This is an optimization exercise on Yosys and OpenROAD, whose aim is small area, not a production implementation.
In this exercise RTL edits were held to simulation tests only and were not proved equivalent to the original.

trial 81:
==> flow/design.v <==
module sha256_msg_packer (
  input  logic         clk_i,
  input  logic         rst_ni,
  input  logic         in_valid_i,
  input  logic [7:0]   in_data_i,
  input  logic         in_last_i,
  output logic         in_ready_o,
  input  logic         start_empty_i,
  output logic         msg_valid_o,
  output logic [5:0]   byte_valid_o,
  output logic [439:0] msg_word_o,
  input  logic         hash_done_i,
  input  logic [255:0] fin_hash_i,
  output logic         digest_valid_o,
  output logic [255:0] digest_o,
  output logic         busy_o
);
  localparam int unsigned MaxBytes = 55;
  localparam int unsigned WordW    = 8 * MaxBytes;
  typedef enum logic [2:0] {
    StIdle,
    StFill,
    StSend,
    StGap,
    StTerm,
    StWaitHash
  } state_e;
  state_e             state_q;
  logic [5:0]         cnt_q;
  logic               last_q;
  logic [WordW-1:0]   buf_q;
  logic               in_ready_q;
  logic               msg_valid_q;
  logic [5:0]         byte_valid_q;
  logic [WordW-1:0]   msg_word_q;
  logic               digest_valid_q;
  logic [255:0]       digest_q;
  logic               busy_q;
  logic               accept;
  logic [5:0]         cnt_inc;
  logic               chunk_full;
  logic [8:0]         shamt;
  logic [WordW-1:0]   buf_wr;
  always_comb begin
    accept     = in_valid_i & in_ready_q;
    cnt_inc    = cnt_q + 6'd1;
    chunk_full = (cnt_inc == 6'(MaxBytes));
    shamt      = 9'(8 * (MaxBytes - 1)) - {cnt_q, 3'b000};
    buf_wr     = buf_q | (WordW'(in_data_i) << shamt);
  end
  always_ff @(posedge clk_i or negedge rst_ni) begin
    if (!rst_ni) begin
      state_q        <= StIdle;
      cnt_q          <= '0;
      last_q         <= 1'b0;
      buf_q          <= '0;
      in_ready_q     <= 1'b0;
      msg_valid_q    <= 1'b0;
      byte_valid_q   <= '0;
      msg_word_q     <= '0;
      digest_valid_q <= 1'b0;
      digest_q       <= '0;
      busy_q         <= 1'b0;
    end else begin
      msg_valid_q    <= 1'b0;
      digest_valid_q <= 1'b0;
      unique case (state_q)
        StIdle, StFill: begin
          in_ready_q <= 1'b1;
          if (accept) begin
            buf_q  <= buf_wr;
            cnt_q  <= cnt_inc;
            busy_q <= 1'b1;
            if (in_last_i || chunk_full) begin
              state_q      <= StSend;
              in_ready_q   <= 1'b0;
              last_q       <= in_last_i;
              msg_valid_q  <= 1'b1;
              byte_valid_q <= cnt_inc;
              msg_word_q   <= buf_wr;
            end else begin
              state_q <= StFill;
            end
          end else if (state_q == StIdle && start_empty_i && !in_valid_i) begin
            state_q    <= StGap;
            in_ready_q <= 1'b0;
            last_q     <= 1'b1;
            busy_q     <= 1'b1;
          end
        end
        StSend: begin
          state_q <= StGap;
          buf_q   <= '0;
          cnt_q   <= '0;
        end
        StGap: begin
          if (last_q) begin
            state_q      <= StTerm;
            msg_valid_q  <= 1'b1;
            byte_valid_q <= '0;
            msg_word_q   <= '0;
          end else begin
            state_q    <= StFill;
            in_ready_q <= 1'b1;
          end
        end
        StTerm: begin
          state_q <= StWaitHash;
          last_q  <= 1'b0;
        end
        StWaitHash: begin
          if (hash_done_i) begin
            state_q        <= StIdle;
            digest_q       <= fin_hash_i;
            digest_valid_q <= 1'b1;
            in_ready_q     <= 1'b1;
            busy_q         <= 1'b0;
          end
        end
        default: begin
          state_q    <= StIdle;
          in_ready_q <= 1'b1;
          busy_q     <= 1'b0;
        end
      endcase
    end
  end
  assign in_ready_o     = in_ready_q;
  assign msg_valid_o    = msg_valid_q;
  assign byte_valid_o   = byte_valid_q;
  assign msg_word_o     = msg_word_q;
  assign digest_valid_o = digest_valid_q;
  assign digest_o       = digest_q;
  assign busy_o         = busy_q;
endmodule
Settings: LEC_CHECK=0, CAP_MARGIN=20, CORE_AREA=5 5 355 355, DIE_AREA=0 0 360 360, SLEW_MARGIN=20; clock period 5.0 ns.
run.sh (not shown) runs the stock make flow with config.mk's settings and CLKGATE_MAP_FILE= SYNTH_SCRIPT=/design/flow/synth_recipe.tcl, a recipe that flattens the netlist after the stock synthesis.
## Diff of input files: trial 57 against trial 81
==> flow/design.v <==
module sha256_msg_packer (
  input  logic         clk_i,
  input  logic         rst_ni,
  input  logic         in_valid_i,
  input  logic [7:0]   in_data_i,
  input  logic         in_last_i,
  output logic         in_ready_o,
  input  logic         start_empty_i,
  output logic         msg_valid_o,
  output logic [5:0]   byte_valid_o,
  output logic [439:0] msg_word_o,
  input  logic         hash_done_i,
  input  logic [255:0] fin_hash_i,
  output logic         digest_valid_o,
  output logic [255:0] digest_o,
  output logic         busy_o
);
  localparam int unsigned MaxBytes = 55;
  typedef enum logic [2:0] {
    StIdle,
    StFill,
    StSend,
    StGap,
    StTerm,
    StWaitHash
  } state_e;
  state_e             state_q;
  logic [5:0]         cnt_q;
  logic               last_q;
  logic               in_ready_q;
  logic               msg_valid_q;
  logic               digest_valid_q;
  logic [255:0]       digest_q;
  logic               busy_q;
  logic [7:0]         buf_q [MaxBytes];
  logic               accept;
  logic [5:0]         cnt_inc;
  logic               chunk_full;
  logic [MaxBytes-1:0] wr;
  logic [MaxBytes-1:0] hold;
  always_comb begin
    accept     = in_valid_i & in_ready_q;
    cnt_inc    = cnt_q + 6'd1;
    chunk_full = (cnt_q == 6'(MaxBytes - 1));
    for (int k = 0; k < MaxBytes; k++) begin
      wr[k]   = accept & (cnt_q == 6'(k));
      hold[k] = in_ready_q & ~wr[k];
    end
  end
  always_ff @(posedge clk_i) begin
    for (int k = 0; k < MaxBytes; k++) begin
      buf_q[k] <= ({8{wr[k]}} & in_data_i) | ({8{hold[k]}} & buf_q[k]);
    end
  end
  always_ff @(posedge clk_i or negedge rst_ni) begin
    if (!rst_ni) begin
      digest_q <= '0;
    end else if (state_q == StWaitHash && hash_done_i) begin
      digest_q <= fin_hash_i;
    end
  end
  always_ff @(posedge clk_i or negedge rst_ni) begin
    if (!rst_ni) begin
      state_q        <= StIdle;
      cnt_q          <= '0;
      last_q         <= 1'b0;
      in_ready_q     <= 1'b0;
      msg_valid_q    <= 1'b0;
      digest_valid_q <= 1'b0;
      busy_q         <= 1'b0;
    end else begin
      msg_valid_q    <= 1'b0;
      digest_valid_q <= 1'b0;
      unique case (state_q)
        StIdle, StFill: begin
          in_ready_q <= 1'b1;
          if (accept) begin
            cnt_q  <= cnt_inc;
            busy_q <= 1'b1;
            if (in_last_i || chunk_full) begin
              state_q     <= StSend;
              in_ready_q  <= 1'b0;
              last_q      <= in_last_i;
              msg_valid_q <= 1'b1;
            end else begin
              state_q <= StFill;
            end
          end else if (state_q == StIdle && start_empty_i && !in_valid_i) begin
            state_q    <= StGap;
            in_ready_q <= 1'b0;
            last_q     <= 1'b1;
            busy_q     <= 1'b1;
          end
        end
        StSend: begin
          state_q <= StGap;
          cnt_q   <= '0;
        end
        StGap: begin
          if (last_q) begin
            state_q     <= StTerm;
            msg_valid_q <= 1'b1;
          end else begin
            state_q    <= StFill;
            in_ready_q <= 1'b1;
          end
        end
        StTerm: begin
          state_q <= StWaitHash;
          last_q  <= 1'b0;
        end
        StWaitHash: begin
          if (hash_done_i) begin
            state_q        <= StIdle;
            digest_valid_q <= 1'b1;
            in_ready_q     <= 1'b1;
            busy_q         <= 1'b0;
          end
        end
        default: begin
          state_q    <= StIdle;
          in_ready_q <= 1'b1;
          busy_q     <= 1'b0;
        end
      endcase
    end
  end
  always_comb begin
    for (int k = 0; k < MaxBytes; k++) msg_word_o[439-8*k -: 8] = buf_q[k];
  end
  assign in_ready_o     = in_ready_q;
  assign msg_valid_o    = msg_valid_q;
  assign byte_valid_o   = cnt_q;
  assign digest_valid_o = digest_valid_q;
  assign digest_o       = digest_q;
  assign busy_o         = busy_q;
endmodule
Results
| delay of the slowest cell on the worst path | trial 57 vs trial 81 | 220 ps higher |
The minimum hold slack reported for trial 57 is smaller than that of trial 81 by 10 ps.
Where global-route wire length before repair is concerned, trial 81 is outperformed by trial 57.
The routed length per instance reported for trial 57 is smaller than that of trial 81 by about 17%.
Compared with trial 81, trial 57 shows routed wire length that has gone down by more than a quarter.
Looking at total stage count of the critical path, trial 57 sits 6 below trial 81.
Taking trial 81 as the reference, in trial 57 starting density of the core lower, post-synthesis sequential element count decreased by 39% relative to the old numbers, data required time at the worst endpoint saw a decrease.

## port drivers added, routing unchanged
The flow's constraints put no driver on any port. The routed layouts listed below were extracted and timed again, unchanged, in two steps. Step 1 sets driving cells, clkbuf_16 on the clock port and buf_2 on the other inputs (assumed; they add their load-dependent delay and slew). Step 2 adds t to the input delays and takes it off the output delays; t is the mean of the earliest and latest rising clock arrival at the registers after step 1. Input paths then give back, and output paths get back, about the clock's delay inside the block. Slacks: ideal ports / drivers / drivers and shift; pairs: ideal ports / drivers.
| run | t (ns) | setup WS [ns] | worst data-port slew with drivers (ns) | cell pins on the clock port's net |
|---|---|---|---|---|
| trial 81 | 0.794 | 1.086 / 1.086 / 1.086 | 0.24 | 1 |
| trial 57 | 0.708 | 1.513 / 1.451 / 1.296 | 0.16 | 1 |
After both steps every run listed still meets setup and hold. For trial 57, which loses most, drivers alone change the setup slack by -0.062 ns; drivers and shift together by -0.217 ns.
